From an optimization exercise on the open Yosys and OpenROAD flow, aimed at small area; shortcuts taken in it are not production practice. Where RTL was checked, it was by simulation tests only, not by an equivalence proof against the original. No functional check of the RTL was part of run 6. The clock port is modelled as an ideal driver; clocking choices that lean on that would not hold on a real chip. Power figures rest on the tool's default switching activity, not on a simulated workload.

**flow/flow/run.sh**
```bash
#!/bin/bash
# Standard ORFS layout, with single-strength port buffers, a clock tree of
# smaller sink clusters without dummy loads, and clock buffers downsized
# where the clock pin slew allows.
set -euo pipefail
here="$(cd "$(dirname "${BASH_SOURCE[0]}")" && pwd)"
export BUFFER_PORTS_ARGS="-buffer_cell sky130_fd_sc_hd__buf_1"
export CTS_ARGS="-sink_clustering_enable -repair_clock_nets -sink_clustering_size 20 -sink_clustering_max_diameter 60 -buf_list sky130_fd_sc_hd__clkbuf_8 -dont_use_dummy_load"
export POST_CTS_TCL="$here/post_cts.tcl"
bash standard.sh > standard.log 2>&1
```
**flow/flow/post_cts.tcl**
```tcl
# Downsize clock buffers one step wherever the flip-flop clock pins keep
# their slew under the limit.
set limit 0.112
proc my_clk_maxslew {} {
  set maxs 0
  foreach pin [get_pins -hierarchical */CLK] {
    foreach p {slew_max_rise slew_max_fall} {
      set s [get_property $pin $p]
      if {$s > $maxs} { set maxs $s }
    }
  }
  return $maxs
}
set smaller [dict create \
  sky130_fd_sc_hd__clkbuf_16 sky130_fd_sc_hd__clkbuf_8 \
  sky130_fd_sc_hd__clkbuf_8 sky130_fd_sc_hd__clkbuf_4 \
  sky130_fd_sc_hd__clkbuf_4 sky130_fd_sc_hd__clkbuf_2]
estimate_parasitics -placement
puts "clock buffer downsizing: max clock pin slew before [my_clk_maxslew]"
set n 0
foreach pass {1 2} {
  foreach inst [get_cells *] {
    set m [get_property $inst ref_name]
    if {![dict exists $smaller $m]} { continue }
    replace_cell $inst [dict get $smaller $m]
    estimate_parasitics -placement
    if {[my_clk_maxslew] > $limit} {
      replace_cell $inst $m
    } else {
      incr n
    }
  }
}
estimate_parasitics -placement
puts "clock buffer downsizing: $n steps, max clock pin slew after [my_clk_maxslew]"
detailed_placement
```
**flow/standard.sh**
```bash
#!/bin/bash
# synth_recipe.tcl (not shown) runs the flow's synth.tcl, then flattens the netlist and writes it again
# the make line also repeats each setting of config.mk as NAME=value (left out here)
make -C /OpenROAD-flow-scripts/flow DESIGN_CONFIG=/design/flow/config.mk WORK_HOME=/design/flow/orfs CLKGATE_MAP_FILE= SYNTH_SCRIPT=/design/flow/synth_recipe.tcl "${@:-finish}"
```
**flow/config.mk**
```make
export PLATFORM = sky130hd
export DESIGN_NAME = ofdm_payload_rx
export DESIGN_NICKNAME = ofdm_payload_rx
export VERILOG_FILES = /design/flow/design.v
export SDC_FILE = /design/flow/constraint.sdc
export NUM_CORES = 4
export LEC_CHECK = 0
export CAP_MARGIN = 20
export CORE_MARGIN = 2
export CORE_UTILIZATION = 60
export PLACE_DENSITY = 0.7
export SLEW_MARGIN = 20
```
**flow/constraint.sdc**
```tcl
create_clock -name core_clock -period 6.0 [get_ports {clk}]
set_input_delay 1.2000 -clock core_clock [delete_from_list [all_inputs] [get_ports {clk}]]
set_output_delay 1.2000 -clock core_clock [all_outputs]
set_load 0.01 [all_outputs]
```
**flow/design.v**
```verilog
`timescale 1ns/1ps
module subcarrier_selector
(
    input  logic        clk,
    input  logic        reset,
    input  logic        accept_i,
    input  logic [2:0]  modulation_i,
    output logic        is_data_o,
    output logic        last_o,
    output logic        mod_qpsk_o,
    output logic        mod_qam16_o,
    output logic [2:0]  data_cnt_o
);
    localparam logic [255:0] USED_SUBCARRIER_MASK =
        ({256{1'b1}} << 156) | (((256'd1 << 101) - 256'd1) & ~256'd1);
    localparam logic [255:0] PILOT_MASK =
        (256'd1 << 13)  | (256'd1 << 38)  | (256'd1 << 63)  | (256'd1 << 88) |
        (256'd1 << 168) | (256'd1 << 193) | (256'd1 << 218) | (256'd1 << 243);
    localparam logic [255:0] DATA_SUBCARRIER_MASK =
        USED_SUBCARRIER_MASK & ~PILOT_MASK;
    logic [7:0] sc_cnt_q;
    assign is_data_o = DATA_SUBCARRIER_MASK[sc_cnt_q];
    assign last_o    = accept_i && (sc_cnt_q == 8'd255);
    always_ff @(posedge clk)
    begin
        if (reset)
        begin
            sc_cnt_q    <= '0;
            data_cnt_o  <= '0;
            mod_qpsk_o  <= 1'b0;
            mod_qam16_o <= 1'b0;
        end
        else if (accept_i)
        begin
            sc_cnt_q <= sc_cnt_q + 1'b1;
            if (sc_cnt_q == '0)
            begin
                mod_qpsk_o  <= (modulation_i == 3'd1);
                mod_qam16_o <= (modulation_i == 3'd2);
            end
            if (is_data_o)
                data_cnt_o <= data_cnt_o + 1'b1;
        end
    end
endmodule
`timescale 1ns/1ps
module constellation_demapper
(
    input  logic [31:0] sample_i,
    output logic        sign_i_o,
    output logic        inner_i_o,
    output logic        sign_q_o,
    output logic        inner_q_o
);
    localparam logic signed [15:0] QAM16_THRESHOLD = 16'sd8192;
    logic signed [15:0] s_i;
    logic signed [15:0] s_q;
    assign s_i       = sample_i[31:16];
    assign s_q       = sample_i[15:0];
    assign sign_i_o  = s_i[15];
    assign sign_q_o  = s_q[15];
    assign inner_i_o = (s_i < QAM16_THRESHOLD) && (s_i > -QAM16_THRESHOLD);
    assign inner_q_o = (s_q < QAM16_THRESHOLD) && (s_q > -QAM16_THRESHOLD);
endmodule
`timescale 1ns/1ps
module payload_assembler
(
    input  logic        clk,
    input  logic        reset,
    input  logic        write_i,
    input  logic        last_i,
    input  logic        mod_qpsk_i,
    input  logic        mod_qam16_i,
    input  logic [2:0]  data_cnt_i,
    input  logic        sign_i_i,
    input  logic        inner_i_i,
    input  logic        sign_q_i,
    input  logic        inner_q_i,
    input  logic        byte_ready_i,
    output logic [7:0]  byte_o,
    output logic        byte_valid_o,
    output logic        sending_o
);
    localparam int SLOTS = 3;
    localparam int RINGS = 96 / SLOTS;
    localparam int SW    = 2;
    logic [7:0]    acc_q;
    logic [7:0]    hold_q;
    logic          acc_full_q;
    logic          hold_full_q;
    logic          byte_done;
    logic          push;
    logic [7:0]    push_byte;
    logic [2:0]    pend_q;
    logic          sym_qpsk_q;
    logic          sym_qam16_q;
    logic [6:0]    rd_cnt_q;
    logic          rd_last;
    logic          rd;
    logic [SW-1:0] phase_q;
    logic [SW-1:0] phase_d;
    logic [SW-1:0] slot_q;
    logic [SW-1:0] slot_d;
    logic [SLOTS-1:0] rd_cell_q;
    logic          rd_inv_q;
    logic          wr_qam16;
    logic          wr_qpsk;
    logic [7:0]    ring_in [RINGS];
    logic [SLOTS-1:0] rd_pend_q;
    logic [SLOTS-1:0] rd_pend_d;
    logic          shift_q;
    logic          shift_n_q;
    logic          shift_d;
    logic          acc_full_d;
    logic          hold_full_d;
    logic          hold_load;
    logic          byte_valid_d;
    logic          sending_d;
    logic [6:0]    rd_cnt_d;
    logic          round_q;
    logic [7:0]    push_code;
    logic [7:0]    rd_code;
    logic [7:0]    ring_q [RINGS][SLOTS];
    function automatic logic [SW-1:0] next_slot(input logic [SW-1:0] s);
        next_slot = (s == SW'(SLOTS - 1)) ? '0 : s + 1'b1;
    endfunction
    always_comb
    begin
        if (mod_qam16_i)
            byte_done = data_cnt_i[0];
        else if (mod_qpsk_i)
            byte_done = (data_cnt_i[1:0] == 2'd3);
        else
            byte_done = (data_cnt_i == 3'd7);
    end
    always_ff @(posedge clk)
    begin
        if (write_i)
        begin
            if (mod_qam16_i)
                acc_q <= {inner_q_i, sign_q_i, inner_i_i, sign_i_i, acc_q[7:4]};
            else if (mod_qpsk_i)
                acc_q <= {sign_q_i, sign_i_i, acc_q[7:2]};
            else
                acc_q <= {sign_i_i, acc_q[7:1]};
        end
    end
    assign push      = (acc_full_q || hold_full_q) && !sending_o && (phase_q == slot_q);
    assign push_byte = hold_full_q ? hold_q : acc_q;
    assign hold_load = acc_full_q && !(push && !hold_full_q) && (!hold_full_q || push);
    always_comb
    begin
        hold_full_d = hold_load || (hold_full_q && !push);
        acc_full_d  = (write_i && byte_done) || (acc_full_q && !(push && !hold_full_q) && !hold_load);
    end
    always_ff @(posedge clk)
    begin
        if (hold_load)
            hold_q <= acc_q;
    end
    always_ff @(posedge clk)
    begin
        if (last_i)
        begin
            sym_qpsk_q  <= mod_qpsk_i;
            sym_qam16_q <= mod_qam16_i;
        end
    end
    always_comb
    begin
        if (sym_qam16_q)
            rd_last = (rd_cnt_q == 7'd95);
        else if (sym_qpsk_q)
            rd_last = (rd_cnt_q == 7'd47);
        else
            rd_last = (rd_cnt_q == 7'd23);
    end
    assign rd      = sending_o && byte_ready_i;
    assign phase_d = next_slot(phase_q);
    always_comb
    begin
        byte_valid_d = rd;
        sending_d    = sending_o;
        rd_cnt_d     = rd_cnt_q;
        slot_d       = slot_q;
        if (pend_q[2])
            sending_d = 1'b1;
        if (push)
            slot_d = next_slot(slot_q);
        if (rd)
        begin
            if (rd_last)
            begin
                sending_d = 1'b0;
                rd_cnt_d  = '0;
                slot_d    = phase_d;
            end
            else
            begin
                rd_cnt_d = rd_cnt_q + 1'b1;
                slot_d   = next_slot(slot_q);
            end
        end
        for (int s = 0; s < SLOTS; s++)
            rd_pend_d[s] = (rd && slot_q == SW'(s)) || (rd_pend_q[s] && phase_q != SW'(s));
    end
    always_ff @(posedge clk)
    begin
        if (reset)
        begin
            pend_q       <= '0;
            sending_o    <= 1'b0;
            rd_cnt_q     <= '0;
            byte_valid_o <= 1'b0;
            acc_full_q   <= 1'b0;
            hold_full_q  <= 1'b0;
            phase_q      <= '0;
            slot_q       <= '0;
            rd_pend_q    <= '0;
        end
        else
        begin
            pend_q       <= {pend_q[1:0], last_i};
            sending_o    <= sending_d;
            rd_cnt_q     <= rd_cnt_d;
            byte_valid_o <= byte_valid_d;
            acc_full_q   <= acc_full_d;
            hold_full_q  <= hold_full_d;
            phase_q      <= phase_d;
            slot_q       <= slot_d;
            rd_pend_q    <= rd_pend_d;
        end
    end
    always_ff @(posedge clk)
    begin
        for (int c = 0; c < SLOTS; c++)
            rd_cell_q[c] <= (slot_q == SW'((int'(phase_d) + c) % SLOTS));
        rd_inv_q <= (round_q ^ (phase_q == SW'(SLOTS - 1))) ^ (phase_d > slot_q);
    end
    assign shift_d = ((acc_full_d || hold_full_d) && !sending_d && (phase_d == slot_d))
                   || rd_pend_d[phase_d];
    always_ff @(posedge clk)
    begin
        shift_q   <= !reset && shift_d;
        shift_n_q <= reset || !shift_d;
    end
    always_ff @(posedge clk)
    begin
        if (reset)
            round_q <= 1'b0;
        else if (phase_q == SW'(SLOTS - 1))
            round_q <= !round_q;
    end
    assign push_code = push_byte ^ {8{round_q}};
    always_ff @(posedge clk)
    begin
        for (int r = 0; r < RINGS; r++)
            ring_q[r][SLOTS-1] <= ~(({8{shift_q}} | ring_q[r][0]) & ({8{shift_n_q}} | ring_in[r]));
        for (int r = 0; r < RINGS; r++)
            for (int c = 0; c < SLOTS - 1; c++)
                ring_q[r][c] <= ring_q[r][c+1];
    end
    assign wr_qam16 = sending_o || ((pend_q != '0) ? sym_qam16_q : mod_qam16_i);
    assign wr_qpsk  = !sending_o && ((pend_q != '0) ? sym_qpsk_q : mod_qpsk_i);
    always_comb
    begin
        ring_in[0] = push_code;
        for (int r = 1; r < RINGS; r++)
            ring_in[r] = ring_q[r-1][0];
        if (wr_qpsk)
            ring_in[RINGS - 48 / SLOTS] = push_code;
        if (!wr_qpsk && !wr_qam16)
            ring_in[RINGS - 24 / SLOTS] = push_code;
    end
    always_comb
    begin
        rd_code = '0;
        for (int c = 0; c < SLOTS; c++)
            rd_code = rd_code | ({8{rd_cell_q[c]}} & ring_q[RINGS-1][c]);
        byte_o = rd_code ^ {8{rd_inv_q}};
    end
endmodule
`timescale 1ns/1ps
module ofdm_payload_rx
(
    input  logic        clk,
    input  logic        reset,
    input  logic        sample_valid_i,
    input  logic [31:0] sample_i,
    input  logic [2:0]  modulation_i,
    input  logic        byte_ready_i,
    output logic        byte_valid_o,
    output logic [7:0]  byte_o,
    output logic        busy_o
);
    logic       accept;
    logic       is_data;
    logic       last;
    logic       mod_qpsk;
    logic       mod_qam16;
    logic [2:0] data_cnt;
    logic       sign_i;
    logic       inner_i;
    logic       sign_q;
    logic       inner_q;
    logic       sending;
    assign accept = sample_valid_i && !sending;
    subcarrier_selector u_selector (
        .clk          (clk),
        .reset        (reset),
        .accept_i     (accept),
        .modulation_i (modulation_i),
        .is_data_o    (is_data),
        .last_o       (last),
        .mod_qpsk_o   (mod_qpsk),
        .mod_qam16_o  (mod_qam16),
        .data_cnt_o   (data_cnt)
    );
    constellation_demapper u_demapper (
        .sample_i  (sample_i),
        .sign_i_o  (sign_i),
        .inner_i_o (inner_i),
        .sign_q_o  (sign_q),
        .inner_q_o (inner_q)
    );
    payload_assembler u_assembler (
        .clk          (clk),
        .reset        (reset),
        .write_i      (accept && is_data),
        .last_i       (last),
        .mod_qpsk_i   (mod_qpsk),
        .mod_qam16_i  (mod_qam16),
        .data_cnt_i   (data_cnt),
        .sign_i_i     (sign_i),
        .inner_i_i    (inner_i),
        .sign_q_i     (sign_q),
        .inner_q_i    (inner_q),
        .byte_ready_i (byte_ready_i),
        .byte_o       (byte_o),
        .byte_valid_o (byte_valid_o),
        .sending_o    (sending)
    );
    assign busy_o = sending;
endmodule
```
==> results.yml, run 1 <==
run_status:
  outcome: "finished clean"
worst_setup_path:
  path_max_fanout: 8
  slowest_stage: "a222oi_1"
  r2r_cells: 8
  cp_top_family: "compound AO/OA/AOI/OAI gates"
  worstPathCellList: "a222oi_1 > xnor2_1 > buf_1"
  r2r-end: "u_assembler.shift_n_q"
  cp.arrival_ps: 1880
  critPathCaptureType: "primary output"
  worst-path-buf-inv: 1
  critPathKind: "reg -> out"
  max_stage_delay_ps: 520
  crit_required_ps: 4800
  critical_path.startpoint_type: "register"
  r2r_start: "u_selector.sc_cnt_q[0]"
  regToRegSetupSlack_ps: 3460
pwr:
  powerDensity_nw_per_um2: 467
  clkPwrFrac: 0.215
  switching_share: 0.220
  intPower_w: 0.00801
  power_w: 0.0103
  power_leakage_nw: 8.46
  p_comb_frac: 0.054
  vdd_ir_drop_max_uv: 239
  switchingPower_w: 0.00226
  pwr-share-seq: 0.730
timing:
  worst_slew_pin_slew_ps: 963
  drv_slew: 0
  slew_headroom: 0.358
  finClkSkew_ps: 68.2
  rsz0062_at_grt: "false"
  finalCritPeriodShare: 0.513
  fin_setup_tns_ps: 0
  fin_crit_ps: 3080
  fmax_mhz: 325
  setup_violations: 0
  hold_violations: 0
global_routing:
  grt_pass1_wl_um: 49700
  grt_start_max_net_pins: 257
  grt_usage: 0.165
  grt-ovfl-total: 0
  antenna_found_initial: 0
  grt_pass1_vias: 10200
placed_design:
  place_area_um2: 21300
  place.gp.congestion: 0.814
  hpwl_um: 16300
  portBuffers: 48
  dp.cells: 1897
logic_synthesis:
  synth_top_family_by_area: "compound AO/OA/AOI/OAI gates"
  ys_seq_elements: 827
  ys.flop_type: "dfxtp_1"
  ys_seq_area_frac: 0.805
  synth_nets: 1522
  ys_types: 63
  syn_avg_cell_area_um2: 14.1
  synth_mux_area_frac: 0.0197
  synthAdderAreaFrac: 0.00662
  synth_xor_area_frac: 0.0135
  yosys.area_share.simple: 0.0342
  netlist_area_um2: 20800
  synth-edff-count: 18
  synth-compound-area-share: 0.104
  async_flop_share: 0
  syn_inst: 1472
  ys_warn_count: 4
flow_run:
  maxCapViolCount: 0
finish:
  final_cell_mix: "807 x dfxtp_1, 256 x o22ai_1, 50 x clkbuf_8"
  drive_gt1_frac: 0.0529
  stdcell_count: 1948
  final_common_cell: "dfxtp_1"
  syn2layout_area_growth_pct: 5.72
  finalNetCount: 1545
  final_core_utilization: 0.640
  finalInstanceArea_um2: 22000
  diodes: 0
clock_network:
  cts_tree: "built"
  insertion_delay_ps: 600
  clkSinkCount: 827
  clkTransAtPathRegs_ps: 110
die:
  fp-row-count: 68
  die_w_um: 190
  start_util: 0.605
  core_area_um2: 34400
  io_pins: 49
  die_y_um: 190
  die-area_um2: 36200
min_path:
  min_path_cells: 0
  worstHoldStart: "u_assembler.ring_q[19][6]"
  holdPathEnd: "u_assembler.ring_q[18][6]"
  hp-class: "reg -> reg"
routing:
  first_pass_iters: 6
  detail_route.wirelength_um: 29700
  wl_per_cell_um: 15.2
  drt.antenna.violating_nets: 0
  vias_per_cell: 5.32
  drtIter0Drc: 542
  vias: 10400
  drc: 0
-- cells in the mapped netlist (all sizes together), types with 2 or more instances --
cell type | count | share of area
a211oi | 3 | 0.0016
a21boi | 2 | 0.00072
a21oi | 20 | 0.0048
a222oi | 8 | 0.0039
a31oi | 4 | 0.0012
and2 | 5 | 0.0015
and3 | 3 | 0.00090
and4 | 4 | 0.0017
buf | 18 | 0.0040
clkbuf | 63 | 0.012
dfxtp | 809 | 0.78
edfxtp | 18 | 0.026
ha | 11 | 0.0066
inv | 8 | 0.0014
mux2 | 16 | 0.0087
mux2i | 23 | 0.011
nand2 | 28 | 0.0051
nand2b | 5 | 0.0015
nand3 | 10 | 0.0024
nand4 | 3 | 0.00090
nor2 | 38 | 0.0070
nor2b | 9 | 0.0027
nor3 | 7 | 0.0017
nor3b | 3 | 0.0011
nor4 | 5 | 0.0015
o21ai | 22 | 0.0053
o21bai | 2 | 0.00072
o22ai | 256 | 0.077
o31ai | 5 | 0.0018
o41ai | 2 | 0.00084
or3 | 3 | 0.00090
or3b | 2 | 0.00084
or4 | 3 | 0.0011
xnor2 | 24 | 0.010
xor2 | 8 | 0.0034
-- worst max-delay path by stage --
stage / depth (start not counted) / startpoint / to / slack (ps)
2_1_floorplan: 6 / byte_ready_i / u_assembler.shift_q / 3540
3_3_place_gp: 5 / sample_valid_i / u_selector.data_cnt_o[2] / 3120
3_5_place_dp: 5 / sample_valid_i / u_selector.data_cnt_o[1] / 3060
5_1_grt: 3 / u_assembler.rd_cell_q[0] / byte_o[7] / 2760
6_report: 3 / u_assembler.rd_cell_q[0] / byte_o[7] / 2920
-- per-layer routing --
| layer | up-vias | GRT usage | share of wire |
|---|---|---|---|
| met1 | 4995 | 0.248 | 0.53 |
| met4 | 0 | 0.0495 | 0.020 |
| met5 | - | 0 | 0 |
| met2 | 126 | 0.248 | 0.42 |
| met3 | 45 | 0.0271 | 0.028 |
| li1 | 5194 | - | - |
-- power by group through the flow --
| stage | clock [W] | combinational, W | sequential (W) |
|---|---|---|---|
| floorplan | 0 | 0.000459 | 0.00739 |
| global placement | 0 | 0.000535 | 0.00757 |
| detailed placement | 0 | 0.000556 | 0.00762 |
| global route | 0.00249 | 0.000634 | 0.00765 |
| finish | 0.00221 | 0.000555 | 0.00750 |
-- cell type report --
class | count | area, um2
Clock buffer | 50 | 688
Fill cell | 2620 | 12400
Inverter | 8 | 30.0
Multi-Input combinational cell | 556 | 3700
Sequential cell | 827 | 16700
Tap cell | 455 | 569
Timing Repair Buffer | 52 | 255
-- flip-flops by register name, indices dropped and copies added (netlist names), 2 cells and up --
signal	flops
u_assembler.rd_pend_q	3
u_assembler.phase_q	2
u_selector.sc_cnt_q	8
u_assembler.hold_q	8
u_assembler.rd_cell_q	3
u_assembler.acc_q	8
u_assembler.ring_q	768
u_assembler.pend_q	3
u_assembler.slot_q	2
u_selector.data_cnt_o	3
u_assembler.rd_cnt_q	7
-- logic make-up after synthesis --
family	after synthesis
flip-flops	827
AO/OA/AOI/OAI	338
AND/OR/NAND/NOR	136
buffers and inverters	89
multiplexers	39
XOR/XNOR	32
adder cells (fa/ha/maj)	11
-- metrics by stage --
stage               hold WS [ps]  worst slack (ps)
floorplan                    310              3540
global placement             310              3120
detailed placement           312              3060
global route                 248              2760
finish                       247              2920
==> run 2, diff against run 1 <==
--- a/flow/flow/post_cts.tcl
+++ b/flow/flow/post_cts.tcl
@@ -1,6 +1,6 @@
 # Downsize clock buffers one step wherever the flip-flop clock pins keep
 # their slew under the limit.
-set limit 0.112
+set limit 0.118
 proc my_clk_maxslew {} {
   set maxs 0
   foreach pin [get_pins -hierarchical */CLK] {
==> run 2 against run 1 <==
Compared with the run above:
- first-iteration DRC count fell by 0.74%
- worst hold slack got worse by 0.60 ps
- still clean on timing, DRC and antenna
- setup slack got worse by 200 ps
- register-to-register slack barely moved
- non-clock buffer count did not move
- sequential share of layout area rose by 0.22 points
- via count barely moved
- critical path type unchanged
- final cell count barely moved
- final area fell by 0.29%
==> results.yml, run 2 <==
clock_network:
  cts_tree: "built"
  insertion_delay_ps: 880
  clkTransAtPathRegs_ps: 110
  clkSinkCount: 827
finish:
  seq_area_um2: 16700
  regMostFlops: "u_assembler.ring_q"
  multi_input_area_um2: 3700
  drive_gt1_frac: 0.0529
  final_common_cell: "dfxtp_1"
  final_cell_mix: "807 x dfxtp_1, 256 x o22ai_1, 48 x buf_1"
  largest_reg_flops: 768
  num-fill-cells: 2635
  finalNetCount: 1545
  syn2layout_area_growth_pct: 5.41
routing:
  vias: 10400
  drt.antenna.violating_nets: 0
  drtIter0Drc: 538
  wl_per_cell_um: 15.2
  drc: 0
  first_pass_iters: 5
  detail_route.wirelength_um: 29500
  vias_per_cell: 5.31
worst_setup_path:
  crit_required_ps: 4800
  path_max_fanout: 8
  regToRegSetupSlack_ps: 3460
  critical_path.startpoint_type: "register"
  critPathCaptureType: "primary output"
  startpoint: "u_assembler.rd_cell_q[1]"
  r2r_start: "u_selector.sc_cnt_q[0]"
  cp.arrival_ps: 2080
  critPathKind: "reg -> out"
logic_synthesis:
  ys_types: 63
  synth_top_area_frac: 0.779
  syn_avg_cell_area_um2: 14.1
  synth_nets: 1522
  ys.flop_type: "dfxtp_1"
  netlist_area_um2: 20800
  ys_seq_elements: 827
  synth_area_leaders: "dfxtp_1 78%, o22ai_1 7.7%, edfxtp_1 2.6%"
  async_flop_share: 0
  syn_inst: 1472
  ys_warn_count: 4
  ys_seq_area_frac: 0.805
  synth_most_common_cell: "dfxtp_1"
  yosys.area.top_type: "dfxtp_1"
  synth_common_cells: "809 x dfxtp_1, 256 x o22ai_1, 62 x clkbuf_1, 37 x nor2_1, 28 x nand2_1"
  synth-edff-count: 18
placed_design:
  place.gp.congestion: 0.814
  portBuffers: 48
  hpwl_um: 16300
global_routing:
  antenna_found_initial: 1
  grt_start_max_net_pins: 257
  grt_pass1_wl_um: 49700
  grt-ovfl-total: 0
  grt_pass1_vias: 10200
  grt_usage: 0.165
timing:
  slew_headroom: 0.364
  finalCritPeriodShare: 0.547
  setup_violations: 0
  finClkSkew_ps: 169
  drv_slew: 0
  fin_crit_ps: 3280
  rsz0062_at_grt: "false"
  hold_violations: 0
  worst_slew_pin_slew_ps: 954
  fmax_mhz: 305
  fin_setup_tns_ps: 0
run_status:
  outcome: "finished clean"
die:
  start_util: 0.605
  core_area_um2: 34400
  fp-row-count: 68
  die_y_um: 190
  die_w_um: 190
  io_pins: 49
  die-area_um2: 36200
pwr:
  power_w: 0.0102
  power_leakage_nw: 8.43
  vdd_ir_drop_max_uv: 238
  powerDensity_nw_per_um2: 463
flow_run:
  maxCapViolCount: 0
min_path:
  hp-class: "reg -> reg"
  worstHoldStart: "u_assembler.ring_q[19][6]"
run 2: cell counts after synthesis:
Identical to the previous run, type by type.
run 2: logic make-up (layout without fill, tap and decap cells):
family                     count (synthesis)  count (layout)  synth area share
other                                      0               1                 0
and+or+nand+nor                          136             136            0.0342
AOI/OAI and AO/OA                        338             338             0.104
muxes                                     39              39            0.0197
DFF                                      827             827             0.805
buffers and inverters                     89             110            0.0173
adders and majority gates                 11              11           0.00662
xor gates and xnor gates                  32              32            0.0135
run 2: cell type report:
type / count / area share
sequential: 827 / 0.764
multi-input combinational: 556 / 0.169
clock buffer: 50 / 0.0284
tap: 455 / 0.0260
timing repair buffer: 52 / 0.0116
inverter: 8 / 0.00137
antenna: 1 / 0.000114
run 2: path summary, 6_finish.rpt:
kind / depth (start not counted) / to
worst max-delay path: 3 / byte_o[7]
worst min-delay path: 0 / u_assembler.ring_q[18][6]
worst max register to register: 8 / u_selector.data_cnt_o[1]
worst min register to register: 0 / u_assembler.ring_q[18][6]
run 2: per-layer routing:
layer  GRT usage  share of wire  vias to the layer above
met3      0.0277          0.030                       45
li1            -              -                     5189
met1       0.248           0.53                     4987
met5           0              0                        -
met2       0.248           0.43                      131
met4      0.0480          0.019                        0
run 2: critical path, stage by stage (launching register included):
cell and delay (ps):
dfxtp_1 420, a222oi_1 510, xnor2_1 170, buf_1 170
run 2: through the flow:
step	utilization	cells	hold WS, ps	cell area (um2)	setup WS, ps
floorplan	-	1472	310	20800	3540
detailed placement	0.619	1897	312	21300	3060
global placement	0.619	1897	310	21300	3120
finish	0.638	1949	247	21900	2720
global route	0.638	1949	252	21900	2500
run 2: where the power goes:
part | total, W | leakage, nW | internal [W] | switching [W]
registers | 0.00750 | 7.00 | 0.00695 | 0.000548
clock network | 0.00211 | 0.334 | 0.000662 | 0.00145
logic | 0.000554 | 1.09 | 0.000305 | 0.000250
total | 0.0102 | 8.43 | 0.00792 | 0.00224
==> run 3, diff against run 2 <==
==> flow/flow/run.sh (replaced) <==
#!/bin/bash
# Standard ORFS layout with three changes:
#  - synthesis maps the logic with an area-oriented ABC script (flow/area.abc)
#    in place of the speed script; everything else in the synthesis, and so
#    every register, is the standard synthesis's;
#  - single-strength port buffers, and a clock tree of smaller sink clusters
#    without dummy loads;
#  - clock buffers downsized where the clock pin slew allows (post_cts.tcl).
set -euo pipefail
here="$(cd "$(dirname "${BASH_SOURCE[0]}")" && pwd)"
work="$(pwd)"
orig="$(grep -o "SYNTH_SCRIPT=[^ ]*" standard.sh | head -n 1 | cut -d= -f2- | tr -d "'")"
cat > "$work/area_synth.tcl" <<EOS
proc abc {args} {
  set i [lsearch -exact \$args -script]
  if {\$i >= 0} {
    set args [lreplace \$args [expr {\$i + 1}] [expr {\$i + 1}] {$here/area.abc}]
  }
  yosys abc {*}\$args
}
source {$orig}
EOS
sed "s|SYNTH_SCRIPT=[^ ]*|SYNTH_SCRIPT=$work/area_synth.tcl|" standard.sh > area_standard.sh
export BUFFER_PORTS_ARGS="-buffer_cell sky130_fd_sc_hd__buf_1"
export CTS_ARGS="-sink_clustering_enable -repair_clock_nets -sink_clustering_size 20 -sink_clustering_max_diameter 60 -buf_list sky130_fd_sc_hd__clkbuf_8 -dont_use_dummy_load"
export POST_CTS_TCL="$here/post_cts.tcl"
bash area_standard.sh > standard.log 2>&1
==> flow/flow/area.abc (new file) <==
strash
dch
amap
topo
dnsize -c
==> run 3 against run 2 <==
Compared with the run above:
- synthesized cell count decreased by 4.0%
- utilization is 1.1 points higher
- global-route usage rose by 0.22 points
- largest power group unchanged
- fmax decreased by 3.9%
- still clean
- count of clock-buffer cells in the layout is 1 lower
- largest cell class unchanged
- critical endpoint is now u_assembler.shift_q
==> results.yml, run 3 <==
logic_synthesis:
  ys_seq_elements: 827
  netlist_area_um2: 20100
  syn_inst: 1413
  yosys.area.top_type: "dfxtp_1"
  synth_nets: 1463
  synth-edff-count: 18
  ys_types: 32
  ys.flop_type: "dfxtp_1"
  synth_area_leaders: "dfxtp_1 80%, o22ai_1 8.4%, edfxtp_1 2.7%"
  async_flop_share: 0
  ys_seq_area_frac: 0.831
  syn_avg_cell_area_um2: 14.2
  synth_most_common_cell: "dfxtp_1"
  synth_common_cells: "809 x dfxtp_1, 271 x o22ai_1, 78 x nor2_1, 44 x clkinv_1, 37 x nand2_1"
  synth_top_area_frac: 0.804
  ys_warn_count: 4
global_routing:
  grt_usage: 0.168
  grt_start_max_net_pins: 257
  grt_pass1_vias: 10400
  grt_pass1_wl_um: 49800
  antenna_found_initial: 1
  grt-ovfl-total: 0
min_path:
  hp-class: "reg -> reg"
finish:
  finalInstanceArea_um2: 21600
  finalNetCount: 1568
  final_cell_mix: "807 x dfxtp_1, 271 x o22ai_1, 78 x nor2_1"
  final_common_cell: "dfxtp_1"
  drive_gt1_frac: 0.0383
  regMostFlops: "u_assembler.ring_q"
  syn2layout_area_growth_pct: 7.27
  stdcell_count: 1965
  num-fill-cells: 2505
  largest_reg_flops: 768
pwr:
  powerDensity_nw_per_um2: 379
  power_leakage_nw: 8.25
  vdd_ir_drop_max_uv: 278
die:
  start_util: 0.605
  die_w_um: 187
  die-area_um2: 35000
  fp-row-count: 67
  core_area_um2: 33300
  die_y_um: 187
  io_pins: 49
placed_design:
  hpwl_um: 16600
  place_area_um2: 21000
  place.gp.congestion: 0.816
  dp.cells: 1914
  pre_cts_ws_ps: 2710
  portBuffers: 48
routing:
  vias_per_cell: 5.34
  drtIter0Drc: 704
  vias: 10500
  first_pass_iters: 5
  wl_per_cell_um: 15.1
  drc: 0
  drt.antenna.violating_nets: 0
  detail_route.wirelength_um: 29600
timing:
  drv_slew: 0
  fin_ws_ps: 2580
  finalCritPeriodShare: 0.569
  fin_setup_tns_ps: 0
  slew_headroom: 0.245
  worst_slew_pin_slew_ps: 1100
  rsz0062_at_grt: "false"
  fin_crit_ps: 3420
  fmax_mhz: 293
  finClkSkew_ps: 63.6
  setup_violations: 0
  hold_violations: 0
clock_network:
  clkTransAtPathRegs_ps: 110
  insertion_delay_ps: 840
  cts_tree: "built"
  clkSinkCount: 827
worst_setup_path:
  regToRegSetupSlack_ps: 2580
  slowest_stage: "a2111oi_0"
  critPathKind: "reg -> reg"
  path_max_fanout: 8
  critical_path.startpoint_type: "register"
  worstPathCellList: "nor2_1 > a21oi_1 > a21oi_1 > clkinv_1 > a2111oi_0 > clkinv_1 > nand2_1 > a32o_1 > a211oi_1 > a21oi_1 > a211oi_1 > o41ai_1 > clkinv_1"
  cp.arrival_ps: 4080
  max_stage_delay_ps: 860
  crit_required_ps: 6660
  critPathCaptureType: "register"
run_status:
  outcome: "finished clean"
flow_run:
  maxCapViolCount: 0
[run 3: report_power, final]
part / leakage, nW / switching, W / internal (W)
clock: 0.330 / 0.00145 / 0.000658
combinational: 0.931 / 0.000129 / 0.0000872
sequential: 6.99 / 0.000109 / 0.00575
[run 3: worst paths after layout]
kind	startpoint	to	depth (start not counted)
worst max-delay path	u_assembler.slot_q[1]	u_assembler.shift_q	13
worst min-delay path	u_assembler.ring_q[73][4]	u_assembler.ring_q[72][4]	0
worst max register to register	u_assembler.slot_q[1]	u_assembler.shift_q	13
worst min register to register	u_assembler.ring_q[73][4]	u_assembler.ring_q[72][4]	0
[run 3: area by class of cell]
cell class,instances,area (um2),area share
clock buffer,49,617,0.0286
multi-input combinational,542,3240,0.150
sequential,827,16700,0.775
inverter,44,165,0.00765
timing repair buffer,54,270,0.0125
antenna,1,2.50,0.000116
tap,448,561,0.0260
[run 3: per-layer routing]
layer  vias to the layer above  track usage  part of all wire
met4                         0       0.0449             0.017
met1                      4973        0.245              0.51
met2                       185        0.258              0.44
met3                        49       0.0319             0.039
li1                       5287            -                 -
met5                         -            0                 0
[run 3: cells by family after synthesis]
| group | count (synthesis) | synth area share |
|---|---|---|
| flip-flops | 827 | 0.831 |
| AO/OA/AOI/OAI | 380 | 0.122 |
| AND/OR/NAND/NOR | 151 | 0.0320 |
| buffers and inverters | 44 | 0.00820 |
| adder cells (fa/ha/maj) | 11 | 0.00684 |
[run 3: per-stage QoR]
stage	hold WS [ps]	power [W]	util
final	301	0.00818	0.649
after global routing	308	0.00851	0.649
after detailed placement	312	0.00620	0.630
after global placement	310	0.00619	0.630
after floorplan	310	0.00610	-
[run 3: critical path, delay by kind of cell, from the launching register on]
kind            cells  cell delay, ps
compound gates      8            1980
buf+inv             3             540
flops               1             400
simple gates        2             340
==> run 4, diff against run 3 <==
--- a/flow/design.v
+++ b/flow/design.v
@@ -185,7 +185,7 @@
         slot_d       = slot_q;
         if (pend_q[2])
             sending_d = 1'b1;
-        if (push)
+        if (push || rd)
             slot_d = next_slot(slot_q);
         if (rd)
         begin
@@ -193,12 +193,10 @@
             begin
                 sending_d = 1'b0;
                 rd_cnt_d  = '0;
-                slot_d    = phase_d;
             end
             else
             begin
                 rd_cnt_d = rd_cnt_q + 1'b1;
-                slot_d   = next_slot(slot_q);
             end
         end
         for (int s = 0; s < SLOTS; s++)
==> run 4 against run 3 <==
Compared with the run above:
- first-iteration DRC count is 17% lower
- clock power up 2%
- synthesized area barely moved
- synthesized cell count stayed put
- critical path depth decreased by 9
- flip-flop and latch count unchanged
- global-route usage rose by 0.052 points
- total power grew 5.2%
- sequential share of layout area up 0.072 points
==> results.yml, run 4 <==
routing:
  first_pass_iters: 5
  vias: 10400
  drtIter0Drc: 584
  wl_per_cell_um: 14.9
  drt.antenna.violating_nets: 0
  detail_route.wirelength_um: 29200
  vias_per_cell: 5.32
  drc: 0
logic_synthesis:
  yosys.area.top_type: "dfxtp_1"
  ys_warn_count: 4
  synth-edff-count: 18
  ys_seq_elements: 827
  ys_types: 34
  netlist_area_um2: 20100
  syn_inst: 1413
  syn_avg_cell_area_um2: 14.2
  synth_most_common_cell: "dfxtp_1"
  synth_nets: 1463
  synth_top_area_frac: 0.805
  ys_seq_area_frac: 0.832
  synth_common_cells: "809 x dfxtp_1, 271 x o22ai_1, 79 x nor2_1, 48 x clkinv_1, 33 x nand2_1"
  async_flop_share: 0
  ys.flop_type: "dfxtp_1"
  synth_area_leaders: "dfxtp_1 81%, o22ai_1 8.4%, edfxtp_1 2.7%"
worst_setup_path:
  path_max_fanout: 8
  cp_top_family: "compound AO/OA/AOI/OAI gates"
  critPathKind: "reg -> out"
  crit_required_ps: 4800
  slowest_stage: "a222oi_1"
  critPathCaptureType: "primary output"
  worstPathCellList: "a222oi_1 > nor2_1 > a21oi_1 > buf_1"
  cp.arrival_ps: 1880
  regToRegSetupSlack_ps: 2970
  worst-path-buf-inv: 1
  critical_path.startpoint_type: "register"
  max_stage_delay_ps: 450
timing:
  setup_violations: 0
  rsz0062_at_grt: "false"
  fin_setup_tns_ps: 0
  hold_violations: 0
  fin_crit_ps: 3080
  drv_slew: 0
  worst_slew_pin_slew_ps: 966
  fmax_mhz: 325
  slew_headroom: 0.356
  finClkSkew_ps: 41.0
  finalCritPeriodShare: 0.514
finish:
  largest_reg_flops: 768
  final_cell_mix: "807 x dfxtp_1, 271 x o22ai_1, 79 x nor2_1"
  stdcell_count: 1960
  diodes: 0
  syn2layout_area_growth_pct: 7.26
  regMostFlops: "u_assembler.ring_q"
  finalNetCount: 1564
  final_common_cell: "dfxtp_1"
  finalInstanceArea_um2: 21600
  drive_gt1_frac: 0.0364
global_routing:
  grt_start_max_net_pins: 174
  grt_usage: 0.168
  grt_pass1_vias: 10300
  antenna_found_initial: 1
  grt_pass1_wl_um: 49800
  grt-ovfl-total: 0
min_path:
  hp-class: "reg -> reg"
placed_design:
  place.gp.congestion: 0.802
  place_area_um2: 20900
  dp.cells: 1913
  portBuffers: 48
  hpwl_um: 16800
die:
  start_util: 0.604
  core_area_um2: 33300
  fp-row-count: 67
  die_y_um: 187
  die-area_um2: 35000
  die_w_um: 187
  io_pins: 49
clock_network:
  clkTransAtPathRegs_ps: 110
  clkSinkCount: 827
  insertion_delay_ps: 590
  cts_tree: "built"
pwr:
  powerDensity_nw_per_um2: 399
  power_leakage_nw: 8.27
  vdd_ir_drop_max_uv: 284
run_status:
  outcome: "finished clean"
flow_run:
  maxCapViolCount: 0
## run 4: changes by cell type after synthesis, sizes merged, moves of 2 or more
cell / delta
and3: -2
clkinv: +4
nand2: -4
a22oi: -3
o21ai: -5
nor3: +3
a21oi: +5
## run 4: layout make-up
class / count / area [um2]
flip-flops and latches: 827 / 16700
repair buffers: 52 / 235
fillers: 2483 / 11700
multi-input cells: 538 / 3210
clock buffers: 47 / 647
well taps: 448 / 561
inverters: 48 / 180
## run 4: path summary, 6_finish.rpt
check / startpoint / endpoint / depth (start not counted)
setup / recovery: u_assembler.rd_cell_q[0] / byte_o[0] / 4
hold / removal: u_assembler.ring_q[74][6] / u_assembler.ring_q[73][6] / 0
setup reg to reg: u_assembler.hold_full_q / u_assembler.shift_q / 9
hold reg to reg: u_assembler.ring_q[74][6] / u_assembler.ring_q[73][6] / 0
## run 4: layer usage
metal  track usage  part of all wire
met5             0           0.00044
met4        0.0479             0.019
met3        0.0278             0.033
met2         0.268              0.45
met1         0.239              0.50
## run 4: per-stage QoR
step	utilization	setup WS, ps	hold WS (ps)	power (W)
final	0.648	2920	318	0.00861
after global routing	0.648	2520	323	0.00898
after detailed placement	0.629	2740	312	0.00658
after global placement	0.629	2900	310	0.00656
after floorplan	-	851	310	0.00644
## run 4: logic make-up (layout without fill, tap and decap cells)
group                    Yosys count  in the layout  synth area share
AO/OA/AOI/OAI                    375            375             0.120
flip-flops                       827            827             0.832
AND/OR/NAND/NOR                  152            152            0.0325
buffers and inverters             48            147           0.00896
adder cells (fa/ha/maj)           11             11           0.00684
## run 4: worst register-to-register path: cells and delay by family (launching register included)
| kind | cells | cell delay, ps |
|---|---|---|
| simple gates | 1 | 190 |
| flops | 1 | 490 |
| compound gates | 5 | 1690 |
| buf+inv | 3 | 540 |
## run 4: where the power goes
group	internal, W	switching, W	total [W]
logic	0.000116	0.000150	0.000267
clock network	0.000711	0.00144	0.00215
registers	0.00600	0.000193	0.00619
==> run 5, diff against run 4 <==
--- a/flow/config.mk
+++ b/flow/config.mk
@@ -7,6 +7,6 @@
 export LEC_CHECK = 0
 export CAP_MARGIN = 20
 export CORE_MARGIN = 2
-export CORE_UTILIZATION = 60
-export PLACE_DENSITY = 0.7
+export CORE_UTILIZATION = 70
+export PLACE_DENSITY = 0.8
 export SLEW_MARGIN = 20
==> run 5 against run 4 <==
Compared with the run above:
- total power is 0.63% lower
- flip-flop and latch count stayed put
- sequential share of layout area is 0.45 points higher
- setup slack worse by 230 ps
- first-iteration DRC count is 16% higher
- routed wire length is 2.6% higher
- worst hold slack worse by 150 ps
- non-clock buffer count stayed put
- utilization is 11 points higher
- final cell count is 3.2% lower
- critical path type unchanged
==> results.yml, run 5 <==
logic_synthesis:
  yosys.area.top_type: "dfxtp_1"
  synth_top_area_frac: 0.805
  ys_warn_count: 4
  async_flop_share: 0
  synth_area_leaders: "dfxtp_1 81%, o22ai_1 8.4%, edfxtp_1 2.7%"
  synth_common_cells: "809 x dfxtp_1, 271 x o22ai_1, 79 x nor2_1, 48 x clkinv_1, 33 x nand2_1"
  syn_avg_cell_area_um2: 14.2
  ys.flop_type: "dfxtp_1"
  netlist_area_um2: 20100
  ys_seq_elements: 827
  synth_nets: 1463
  syn_inst: 1413
  synth_most_common_cell: "dfxtp_1"
  synth-edff-count: 18
  ys_seq_area_frac: 0.832
  ys_types: 34
routing:
  vias_per_cell: 5.53
  drtIter0Drc: 680
  first_pass_iters: 5
  drc: 0
  wl_per_cell_um: 15.8
  vias: 10500
  detail_route.wirelength_um: 30000
  drt.antenna.violating_nets: 0
worst_setup_path:
  critical_path.startpoint_type: "register"
  cp.arrival_ps: 2110
  r2r_start: "u_assembler.pend_q[1]"
  cp_top_family: "compound AO/OA/AOI/OAI gates"
  critPathKind: "reg -> out"
  path_max_fanout: 8
  worstPathCellList: "a222oi_1 > nor2_1 > a21oi_1 > buf_1"
  critPathCaptureType: "primary output"
  max_stage_delay_ps: 500
  crit_required_ps: 4800
  slowest_stage: "a222oi_1"
  startpoint: "u_assembler.rd_cell_q[0]"
  worst-path-buf-inv: 1
  regToRegSetupSlack_ps: 3020
finish:
  drive_gt1_frac: 0.0357
  regMostFlops: "u_assembler.ring_q"
  final_cell_mix: "807 x dfxtp_1, 271 x o22ai_1, 79 x nor2_1"
  final_common_cell: "dfxtp_1"
  largest_reg_flops: 768
  syn2layout_area_growth_pct: 6.64
  finalNetCount: 1564
clock_network:
  clkSinkCount: 827
  insertion_delay_ps: 910
  clkTransAtPathRegs_ps: 110
  cts_tree: "built"
global_routing:
  grt-ovfl-total: 0
  grt_pass1_wl_um: 50400
  antenna_found_initial: 1
  grt_pass1_vias: 10400
  grt_usage: 0.201
  grt_start_max_net_pins: 204
die:
  start_util: 0.707
  die-area_um2: 30100
  die_w_um: 174
  die_y_um: 174
  io_pins: 49
  core_area_um2: 28500
  fp-row-count: 62
timing:
  drv_slew: 0
  slew_headroom: 0.270
  finClkSkew_ps: 197
  finalCritPeriodShare: 0.552
  fin_crit_ps: 3310
  hold_slack_ps: 168
  hold_violations: 0
  setup_violations: 0
  fmax_mhz: 302
  worst_slew_pin_slew_ps: 1090
  fin_setup_tns_ps: 0
  rsz0062_at_grt: "false"
placed_design:
  portBuffers: 48
  place.gp.congestion: 0.811
  hpwl_um: 17300
min_path:
  hp-class: "reg -> reg"
  worstHoldStart: "u_assembler.ring_q[61][4]"
pwr:
  vdd_ir_drop_max_uv: 261
  powerDensity_nw_per_um2: 399
  power_leakage_nw: 8.25
run_status:
  outcome: "finished clean"
flow_run:
  maxCapViolCount: 0
[run 5: cell count changes in the layout (fill, tap and decap cells not counted)]
cell,before,now
clkbuf_8,47,41
clkbuf_4,0,4
clkbuf_2,0,2
diode_2,0,1
nor3_1,12,13
nor3_2,1,0
[run 5: where the power goes]
group          internal (W)  total [W]  switching (W)
Clock              0.000648    0.00208        0.00143
Sequential          0.00600    0.00620       0.000201
Combinational      0.000116   0.000274       0.000158
[run 5: cell type report]
class	count	area [um2]
Fill cell	1742	7020
Tap cell	384	480
Antenna cell	1	2.50
Timing Repair Buffer	52	235
Sequential cell	827	16700
Clock buffer	47	604
Multi-Input combinational cell	538	3210
Inverter	48	180
[run 5: routing by layer]
layer  track usage  routed length (um)  up-vias  share of wire
met4        0.0643                 573        0          0.019
met3        0.0344                1260       41          0.042
met1         0.287               14600     5011           0.49
met2         0.318               13600      181           0.45
li1              -                   -     5251              -
met5             0                   0        -              0
[run 5: worst reg2reg max path: stages, from the launching register on]
cell and delay (ps):
dfxtp_1 330, nor3_1 400, a221oi_2 130, buf_4 230, nor3_1 850, clkinv_1 510
nor2_1 240, o32ai_1 110
[run 5: stage by stage]
stage	util	cell area [um2]	worst slack, ps	cells	power, W
floorplan	-	20100	851	1413	0.00644
global placement	0.732	20800	2870	1849	0.00655
detailed placement	0.732	20800	2780	1849	0.00659
global route	0.754	21500	2540	1897	0.00892
finish	0.754	21500	2690	1897	0.00855
[run 5: path summary, 6_finish.rpt]
check	end	cells after the start
worst max-delay path	byte_o[0]	4
worst max register to register	u_assembler.ring_q[74][3]	7
worst min-delay path	u_assembler.ring_q[60][4]	0
worst min register to register	u_assembler.ring_q[60][4]	0
[run 5: kinds of logic after synthesis]
| family | after synthesis | synth area share |
|---|---|---|
| flops | 827 | 0.832 |
| compound gates | 375 | 0.120 |
| simple gates | 152 | 0.0325 |
| buf+inv | 48 | 0.00896 |
| fa+ha+maj | 11 | 0.00684 |
==> run 6, diff against run 5 <==
--- a/flow/design.v
+++ b/flow/design.v
@@ -81,48 +81,43 @@
     output logic        byte_valid_o,
     output logic        sending_o
 );
-    localparam int SLOTS = 3;
-    localparam int RINGS = 96 / SLOTS;
-    localparam int SW    = 2;
-    logic [7:0]    acc_q;
-    logic [7:0]    hold_q;
-    logic          acc_full_q;
-    logic          hold_full_q;
-    logic          byte_done;
-    logic          push;
-    logic [7:0]    push_byte;
-    logic [2:0]    pend_q;
-    logic          sym_qpsk_q;
-    logic          sym_qam16_q;
-    logic [6:0]    rd_cnt_q;
-    logic          rd_last;
-    logic          rd;
-    logic [SW-1:0] phase_q;
-    logic [SW-1:0] phase_d;
-    logic [SW-1:0] slot_q;
-    logic [SW-1:0] slot_d;
-    logic [SLOTS-1:0] rd_cell_q;
-    logic          rd_inv_q;
-    logic          wr_qam16;
-    logic          wr_qpsk;
-    logic [7:0]    ring_in [RINGS];
-    logic [SLOTS-1:0] rd_pend_q;
-    logic [SLOTS-1:0] rd_pend_d;
-    logic          shift_q;
-    logic          shift_n_q;
-    logic          shift_d;
-    logic          acc_full_d;
-    logic          hold_full_d;
-    logic          hold_load;
-    logic          byte_valid_d;
-    logic          sending_d;
-    logic [6:0]    rd_cnt_d;
-    logic          round_q;
-    logic [7:0]    push_code;
-    logic [7:0]    rd_code;
-    logic [7:0]    ring_q [RINGS][SLOTS];
-    function automatic logic [SW-1:0] next_slot(input logic [SW-1:0] s);
-        next_slot = (s == SW'(SLOTS - 1)) ? '0 : s + 1'b1;
+    localparam int RINGS = 32;
+    logic [7:0]  acc_q;
+    logic [7:0]  hold_q;
+    logic        acc_full_q;
+    logic        hold_full_q;
+    logic        byte_done;
+    logic        push;
+    logic [7:0]  push_byte;
+    logic [7:0]  push_code;
+    logic [2:0]  pend_q;
+    logic        sym_qpsk_q;
+    logic        sym_qam16_q;
+    logic [6:0]  rd_cnt_q;
+    logic        rd_last;
+    logic        rd;
+    logic [2:0]  next_q;
+    logic [2:0]  next_d;
+    logic [2:0]  rd_pend_q;
+    logic [2:0]  rd_pend_d;
+    logic [2:0]  inv_q;
+    logic [2:0]  rd_cell;
+    logic        shift_q;
+    logic        shift_n_q;
+    logic        shift_d;
+    logic        acc_full_d;
+    logic        hold_full_d;
+    logic        hold_load;
+    logic        byte_valid_d;
+    logic        sending_d;
+    logic [6:0]  rd_cnt_d;
+    logic        wr_qam16;
+    logic        wr_qpsk;
+    logic [7:0]  rd_code;
+    logic [7:0]  ring_in [RINGS];
+    logic [7:0]  ring_q [RINGS][3];
+    function automatic logic [2:0] turn(input logic [2:0] m);
+        turn = {m[0], m[2:1]};
     endfunction
     always_comb
     begin
@@ -145,7 +140,7 @@
                 acc_q <= {sign_i_i, acc_q[7:1]};
         end
     end
-    assign push      = (acc_full_q || hold_full_q) && !sending_o && (phase_q == slot_q);
+    assign push      = (acc_full_q || hold_full_q) && !sending_o && next_q[0];
     assign push_byte = hold_full_q ? hold_q : acc_q;
     assign hold_load = acc_full_q && !(push && !hold_full_q) && (!hold_full_q || push);
     always_comb
@@ -175,18 +170,14 @@
         else
             rd_last = (rd_cnt_q == 7'd23);
     end
-    assign rd      = sending_o && byte_ready_i;
-    assign phase_d = next_slot(phase_q);
+    assign rd = sending_o && byte_ready_i;
     always_comb
     begin
         byte_valid_d = rd;
         sending_d    = sending_o;
         rd_cnt_d     = rd_cnt_q;
-        slot_d       = slot_q;
         if (pend_q[2])
             sending_d = 1'b1;
-        if (push || rd)
-            slot_d = next_slot(slot_q);
         if (rd)
         begin
             if (rd_last)
@@ -199,8 +190,8 @@
                 rd_cnt_d = rd_cnt_q + 1'b1;
             end
         end
-        for (int s = 0; s < SLOTS; s++)
-            rd_pend_d[s] = (rd && slot_q == SW'(s)) || (rd_pend_q[s] && phase_q != SW'(s));
+        next_d    = (push || rd) ? next_q : turn(next_q);
+        rd_pend_d = turn(rd_pend_q & 3'b110) | (rd ? turn(next_q) : 3'b000);
     end
     always_ff @(posedge clk)
     begin
@@ -212,8 +203,7 @@
             byte_valid_o <= 1'b0;
             acc_full_q   <= 1'b0;
             hold_full_q  <= 1'b0;
-            phase_q      <= '0;
-            slot_q       <= '0;
+            next_q       <= 3'b001;
             rd_pend_q    <= '0;
         end
         else
@@ -224,19 +214,11 @@
             byte_valid_o <= byte_valid_d;
             acc_full_q   <= acc_full_d;
             hold_full_q  <= hold_full_d;
-            phase_q      <= phase_d;
-            slot_q       <= slot_d;
+            next_q       <= next_d;
             rd_pend_q    <= rd_pend_d;
         end
     end
-    always_ff @(posedge clk)
-    begin
-        for (int c = 0; c < SLOTS; c++)
-            rd_cell_q[c] <= (slot_q == SW'((int'(phase_d) + c) % SLOTS));
-        rd_inv_q <= (round_q ^ (phase_q == SW'(SLOTS - 1))) ^ (phase_d > slot_q);
-    end
-    assign shift_d = ((acc_full_d || hold_full_d) && !sending_d && (phase_d == slot_d))
-                   || rd_pend_d[phase_d];
+    assign shift_d = ((acc_full_d || hold_full_d) && !sending_d && next_d[0]) || rd_pend_d[0];
     always_ff @(posedge clk)
     begin
         shift_q   <= !reset && shift_d;
@@ -245,18 +227,19 @@
     always_ff @(posedge clk)
     begin
         if (reset)
-            round_q <= 1'b0;
-        else if (phase_q == SW'(SLOTS - 1))
-            round_q <= !round_q;
+            inv_q <= '0;
+        else
+            inv_q <= {!inv_q[0], inv_q[2:1]};
     end
-    assign push_code = push_byte ^ {8{round_q}};
+    assign push_code = push_byte ^ {8{inv_q[0]}};
     always_ff @(posedge clk)
     begin
         for (int r = 0; r < RINGS; r++)
-            ring_q[r][SLOTS-1] <= ~(({8{shift_q}} | ring_q[r][0]) & ({8{shift_n_q}} | ring_in[r]));
-        for (int r = 0; r < RINGS; r++)
-            for (int c = 0; c < SLOTS - 1; c++)
-                ring_q[r][c] <= ring_q[r][c+1];
+        begin
+            ring_q[r][2] <= ~(({8{shift_q}} | ring_q[r][0]) & ({8{shift_n_q}} | ring_in[r]));
+            ring_q[r][1] <= ring_q[r][2];
+            ring_q[r][0] <= ring_q[r][1];
+        end
     end
     assign wr_qam16 = sending_o || ((pend_q != '0) ? sym_qam16_q : mod_qam16_i);
     assign wr_qpsk  = !sending_o && ((pend_q != '0) ? sym_qpsk_q : mod_qpsk_i);
@@ -266,16 +249,17 @@
         for (int r = 1; r < RINGS; r++)
             ring_in[r] = ring_q[r-1][0];
         if (wr_qpsk)
-            ring_in[RINGS - 48 / SLOTS] = push_code;
+            ring_in[16] = push_code;
         if (!wr_qpsk && !wr_qam16)
-            ring_in[RINGS - 24 / SLOTS] = push_code;
+            ring_in[24] = push_code;
     end
+    assign rd_cell = turn(next_q);
     always_comb
     begin
         rd_code = '0;
-        for (int c = 0; c < SLOTS; c++)
-            rd_code = rd_code | ({8{rd_cell_q[c]}} & ring_q[RINGS-1][c]);
-        byte_o = rd_code ^ {8{rd_inv_q}};
+        for (int c = 0; c < 3; c++)
+            rd_code = rd_code | ({8{rd_cell[c]}} & (ring_q[RINGS-1][c] ^ {8{inv_q[c]}}));
+        byte_o = rd_code;
     end
 endmodule
 `timescale 1ns/1ps
--- a/flow/flow/post_cts.tcl
+++ b/flow/flow/post_cts.tcl
@@ -1,6 +1,6 @@
 # Downsize clock buffers one step wherever the flip-flop clock pins keep
 # their slew under the limit.
-set limit 0.118
+set limit 0.113
 proc my_clk_maxslew {} {
   set maxs 0
   foreach pin [get_pins -hierarchical */CLK] {
==> run 6 against run 5 <==
Compared with the run above:
- combinational power is 28% lower
- sequential share of layout area down 0.16 points
- final cell count fell by 1.1%
==> results.yml, run 6 <==
timing:
  rsz0062_at_grt: "false"
  fin_setup_tns_ps: 0
  setup_violations: 0
  drv_slew: 0
  slew_headroom: 0.293
  fmax_mhz: 316
  finalCritPeriodShare: 0.527
  fin_ws_ps: 2840
  worst_slew_pin_slew_ps: 1060
  hold_violations: 0
  finClkSkew_ps: 69.5
  fin_crit_ps: 3160
finish:
  final_common_cell: "dfxtp_1"
  drive_gt1_frac: 0.0360
  syn2layout_area_growth_pct: 6.90
  diodes: 0
  final_cell_mix: "803 x dfxtp_1, 268 x o22ai_1, 75 x nor2_1"
  regMostFlops: "u_assembler.ring_q"
  largest_reg_flops: 768
  finalNetCount: 1549
logic_synthesis:
  async_flop_share: 0
  syn_inst: 1400
  netlist_area_um2: 20000
  ys_warn_count: 4
  ys.flop_type: "dfxtp_1"
  synth-edff-count: 18
  synth_area_leaders: "dfxtp_1 81%, o22ai_1 8.4%, edfxtp_1 2.7%"
  synth_top_area_frac: 0.805
  ys_types: 32
  ys_seq_area_frac: 0.832
  ys_seq_elements: 823
  synth_nets: 1448
  synth_common_cells: "805 x dfxtp_1, 268 x o22ai_1, 75 x nor2_1, 40 x clkinv_1"
  yosys.area.top_type: "dfxtp_1"
  synth_most_common_cell: "dfxtp_1"
  syn_avg_cell_area_um2: 14.3
worst_setup_path:
  r2r_cells: 11
  regToRegSetupSlack_ps: 3110
  max_stage_delay_ps: 690
  crit_required_ps: 4800
  r2r_start: "u_selector.sc_cnt_q[2]"
  r2r-end: "u_selector.data_cnt_o[1]"
  critical_path.startpoint_type: "register"
  slowest_stage: "dfxtp_1"
  critPathKind: "reg -> out"
  critPathCaptureType: "primary output"
  cp_top_family: "flip-flops"
  worst-path-buf-inv: 1
  worstPathCellList: "nor2_1 > a211oi_1 > a221o_1 > buf_1"
  path_max_fanout: 17
  cp.arrival_ps: 1960
global_routing:
  grt_pass1_vias: 10400
  antenna_found_initial: 0
  grt_usage: 0.202
  grt_start_max_net_pins: 166
  grt-ovfl-total: 0
  grt_pass1_wl_um: 50900
die:
  start_util: 0.716
  fp-row-count: 61
  io_pins: 49
  core_area_um2: 27900
  die-area_um2: 30000
  die_y_um: 173
  die_w_um: 173
clock_network:
  insertion_delay_ps: 600
  clkSinkCount: 823
  cts_tree: "built"
  clkTransAtPathRegs_ps: 110
routing:
  vias: 10500
  detail_route.wirelength_um: 30300
  drtIter0Drc: 730
  drc: 0
  drt.antenna.violating_nets: 0
  first_pass_iters: 7
  wl_per_cell_um: 16.1
  vias_per_cell: 5.59
placed_design:
  portBuffers: 48
  place.gp.congestion: 0.768
  pre_cts_ws_ps: 3160
  hpwl_um: 17400
min_path:
  min_path_cells: 0
  worstHoldStart: "u_assembler.ring_q[88][2]"
  hp-class: "reg -> reg"
  holdPathEnd: "u_assembler.ring_q[87][2]"
run_status:
  outcome: "finished clean"
pwr:
  power_leakage_nw: 8.22
  switchingPower_w: 0.00169
  clkPwrFrac: 0.258
  powerDensity_nw_per_um2: 387
  p_comb_frac: 0.024
  pwr-share-seq: 0.718
  vdd_ir_drop_max_uv: 266
  intPower_w: 0.00660
  switching_share: 0.204
flow_run:
  maxCapViolCount: 0
## run 6: cell count changes after synthesis, moves of 3 or more
| cell | previous run | this run |
|---|---|---|
| a221o_1 | 0 | 8 |
| a222oi_1 | 8 | 0 |
| clkinv_1 | 48 | 40 |
| a211oi_1 | 7 | 13 |
| o21ai_0 | 20 | 25 |
| dfxtp_1 | 809 | 805 |
| nor2_1 | 79 | 75 |
| nor3_1 | 13 | 10 |
| o22ai_1 | 271 | 268 |
## run 6: final cells by class
class	count	area, um2
clock buffers	47	647
inverters	40	150
fillers	1710	6540
multi-input cells	537	3220
flip-flops and latches	823	16700
well taps	378	473
repair buffers	52	235
## run 6: how the worst max path moves through the flow
| stage | slack (ps) | startpoint | depth (start not counted) | end |
|---|---|---|---|---|
| finish | 2840 | u_assembler.inv_q[1] | 4 | byte_o[6] |
| detailed placement | 3160 | u_selector.sc_cnt_q[2] | 11 | u_selector.data_cnt_o[1] |
| global placement | 3310 | u_assembler.pend_q[1] | 7 | u_assembler.ring_q[74][7] |
| global route | 2670 | u_assembler.inv_q[1] | 4 | byte_o[6] |
| floorplan | 850 | u_assembler.shift_q | 1 | u_assembler.ring_q[74][0] |
## run 6: per-stage QoR
step	area [um2]	util	total power, W	std cells	hold WS [ps]
after global placement	20700	0.742	0.00624	1830	310
after detailed placement	20700	0.742	0.00627	1830	312
after floorplan	20000	-	0.00616	1400	310
final	21400	0.766	0.00829	1877	299
after global routing	21400	0.766	0.00860	1877	297
## run 6: power by group through the flow
stage	clock, W	combinational [W]	sequential (W)
detailed placement	0	0.000196	0.00607
finish	0.00214	0.000198	0.00595
global placement	0	0.000183	0.00606
global route	0.00238	0.000228	0.00599
floorplan	0	0.000140	0.00602
## run 6: per-layer routing
layer / routed length (um) / up-vias / global-route usage
li1: - / 5228 / -
met4: 709 / 0 / 0.0639
met5: 0 / - / 0
met3: 911 / 63 / 0.0297
met2: 13900 / 168 / 0.318
met1: 14800 / 5034 / 0.292
## run 6: cell families (layout without fill, tap and decap cells)
logic type               count (synthesis)  in the layout  share of synthesized area
AO/OA/AOI/OAI                          383            383                      0.123
adder cells (fa/ha/maj)                  9              9                    0.00563
buffers and inverters                   40            139                    0.00750
flip-flops                             823            823                      0.832
AND/OR/NAND/NOR                        145            145                     0.0315
==> run 7, diff against run 6 <==
--- a/flow/design.v
+++ b/flow/design.v
@@ -258,8 +258,8 @@
     begin
         rd_code = '0;
         for (int c = 0; c < 3; c++)
-            rd_code = rd_code | ({8{rd_cell[c]}} & (ring_q[RINGS-1][c] ^ {8{inv_q[c]}}));
-        byte_o = rd_code;
+            rd_code = rd_code | ({8{rd_cell[c]}} & ring_q[RINGS-1][c]);
+        byte_o = rd_code ^ {8{|(rd_cell & inv_q)}};
     end
 endmodule
 `timescale 1ns/1ps
--- a/flow/flow/post_cts.tcl
+++ b/flow/flow/post_cts.tcl
@@ -1,6 +1,6 @@
 # Downsize clock buffers one step wherever the flip-flop clock pins keep
 # their slew under the limit.
-set limit 0.113
+set limit 0.110
 proc my_clk_maxslew {} {
   set maxs 0
   foreach pin [get_pins -hierarchical */CLK] {
==> run 7 against run 6 <==
Compared with the run above:
- non-clock buffer count grew 4
- utilization shrank 0.19 points
- via count shrank 2.3%
- critical path type unchanged
- synthesized area shrank 0.78%
- synthesized cell count shrank 1.9%
- still clean
==> results.yml, run 7 <==
global_routing:
  grt_usage: 0.200
  grt-ovfl-total: 0
  grt_pass1_wl_um: 48600
  grt_start_max_net_pins: 257
  antenna_found_initial: 0
  grt_pass1_vias: 10100
die:
  start_util: 0.713
  die_w_um: 172
  fp-row-count: 61
  core_area_um2: 27900
  io_pins: 49
  die_y_um: 172
  die-area_um2: 29700
logic_synthesis:
  synth_mux_area_frac: 0
  async_flop_share: 0
  syn_avg_cell_area_um2: 14.5
  synth-edff-count: 18
  syn_inst: 1374
  synth_nets: 1422
  yosys.area_share.simple: 0.0302
  synth-compound-area-share: 0.118
  synth_area_leaders: "dfxtp_1 81%, o22ai_1 8.4%, edfxtp_1 2.7%"
  netlist_area_um2: 19900
  synth_common_cells: "805 x dfxtp_1, 266 x o22ai_1, 63 x nor2_1, 39 x clkinv_1, 33 x nand2_1"
  synth_top_family_by_area: "compound AO/OA/AOI/OAI gates"
  synthAdderAreaFrac: 0.00567
  synth_most_common_cell: "dfxtp_1"
  synth_top_area_frac: 0.812
  ys_seq_area_frac: 0.839
  ys_types: 29
  ys.flop_type: "dfxtp_1"
  ys_seq_elements: 823
  ys_warn_count: 4
  synth_xor_area_frac: 0
  yosys.area.top_type: "dfxtp_1"
run_status:
  outcome: "finished clean"
clock_network:
  clkSinkCount: 823
  cts_tree: "built"
  clkTransAtPathRegs_ps: 110
  insertion_delay_ps: 600
worst_setup_path:
  critPathCaptureType: "primary output"
  startpoint: "u_assembler.next_q[1]"
  crit_required_ps: 4800
  critical_path.startpoint_type: "register"
  max_stage_delay_ps: 450
  cp_top_family: "compound AO/OA/AOI/OAI gates"
  cp.arrival_ps: 1970
  r2r_start: "u_selector.sc_cnt_q[0]"
  worst-path-buf-inv: 2
  critPathKind: "reg -> out"
  path_max_fanout: 16
  slowest_stage: "dfxtp_1"
  worstPathCellList: "a222oi_1 > buf_4 > nor2_1 > a21oi_1 > buf_1"
finish:
  diodes: 0
  regMostFlops: "u_assembler.ring_q"
  largest_reg_flops: 768
  drive_gt1_frac: 0.0399
  final_common_cell: "dfxtp_1"
  finalNetCount: 1527
  syn2layout_area_growth_pct: 7.18
  final_cell_mix: "803 x dfxtp_1, 266 x o22ai_1, 63 x nor2_1"
pwr:
  vdd_ir_drop_max_uv: 396
  powerDensity_nw_per_um2: 384
  power_leakage_nw: 8.17
routing:
  drtIter0Drc: 678
  met3WireLength_um: 974
  vias_per_cell: 5.53
  detail_route.wirelength_um: 29400
  drc: 0
  wl_per_cell_um: 15.9
  wl_met2_um: 13400
  top_layer: "met4"
  drt.antenna.violating_nets: 0
  first_pass_iters: 5
  wl_met1_um: 14500
  vias: 10300
timing:
  slew_headroom: 0.377
  finClkSkew_ps: 60.0
  hold_violations: 0
  drv_slew: 0
  fmax_mhz: 316
  setup_violations: 0
  fin_setup_tns_ps: 0
  hold_slack_ps: 288
  fin_crit_ps: 3170
  worst_slew_pin_slew_ps: 935
  finalCritPeriodShare: 0.528
  rsz0062_at_grt: "false"
flow_run:
  maxCapViolCount: 0
min_path:
  worstHoldStart: "u_assembler.ring_q[43][2]"
  hp-class: "reg -> reg"
placed_design:
  hpwl_um: 16700
  portBuffers: 48
  place.gp.congestion: 0.803
==> run 7: changes by cell type in the layout (fill, tap and decap cells not counted), sizes merged, moves of 2 or more <==
cell    previous run  this run
nor2              75        63
a222oi             0         9
a211oi            13         5
a221o              8         0
a21oi             32        26
buf               52        56
o21ai             25        29
nand3              1         4
o211a              5         2
nor3              10         8
o22ai            268       266
==> run 7: final timing paths <==
kind / cells past startpoint / endpoint / slack, ps
hold reg to reg: 0 / u_assembler.ring_q[42][2] / 290
setup reg to reg: 13 / u_assembler.shift_n_q / 3060
hold / removal: 0 / u_assembler.ring_q[42][2] / 290
setup / recovery: 5 / byte_o[4] / 2830
==> run 7: logic make-up after synthesis <==
logic type | count (synthesis)
adders and majority gates | 9
buffers and inverters | 39
DFF | 823
AOI/OAI and AO/OA | 367
and+or+nand+nor | 136
==> run 7: area by class of cell <==
cell class	count	area (um2)
timing repair buffer	56	285
clock buffer	47	647
multi-input combinational	512	3070
fill	1648	6580
inverter	39	146
tap	378	473
sequential	823	16700
==> run 7: metrics by stage <==
stage	power [W]	setup slack (ps)	instances	util	area, um2
floorplan	0.00604	851	1374	-	19900
global placement	0.00611	3200	1807	0.740	20600
detailed placement	0.00614	3100	1807	0.740	20600
global route	0.00846	2620	1855	0.764	21300
finish	0.00816	2830	1855	0.764	21300
==> run 7: layer usage <==
layer,vias to the layer above,global-route usage
li1,5148,-
met1,4909,0.286
met2,150,0.321
met3,46,0.0314
met4,0,0.0537
met5,-,0
==> run 7: where the power goes <==
group          leakage [nW]  total [W]  internal (W)  switching (W)
combinational         0.870   0.000167     0.0000732      0.0000941
clock                 0.338    0.00215      0.000710        0.00144
sequential             6.97    0.00585       0.00574       0.000112

-- static timing again, ports no longer ideal --
The flow's constraints put no driver on any port. The routed layouts listed below were extracted and timed again, unchanged, in two steps. Step 1, drivers: a clkbuf_16 drives clk and a buf_2 each remaining input, both assumed. Step 2 moves the port delays by t, midway between the first and last clock arrival at a register: inputs arrive t later, outputs are due t later. That takes back most of the time a late clock gives input paths. Three values: ideal, step 1, step 2; two values: the first two.
run	t (ns)	setup slack, ns	worst hold slack (ns)	worst setup path at the end
run 1	0.618	2.922 / 2.875 / 3.046	0.247 / 0.247 / 0.247	input to register
run 2	0.837	2.718 / 2.676 / 3.139	0.247 / 0.247 / 0.247	input to register
run 3	0.846	2.583 / 2.583 / 2.583	0.301 / 0.301 / 0.301	register to register
run 4	0.613	2.919 / 2.876 / 2.739	0.318 / 0.318 / 0.318	input to register
run 5	0.861	2.689 / 2.642 / 2.660	0.168 / 0.168 / 0.168	input to register
run 6	0.611	2.836 / 2.788 / 3.106	0.299 / 0.299 / 0.299	register to register
run 7	0.619	2.833 / 2.789 / 3.056	0.288 / 0.288 / 0.288	register to register
After both steps setup and hold are still met in every run listed. The setup slack of run 4, which loses most, moves by -0.043 ns with the drivers and by -0.180 ns with both steps.
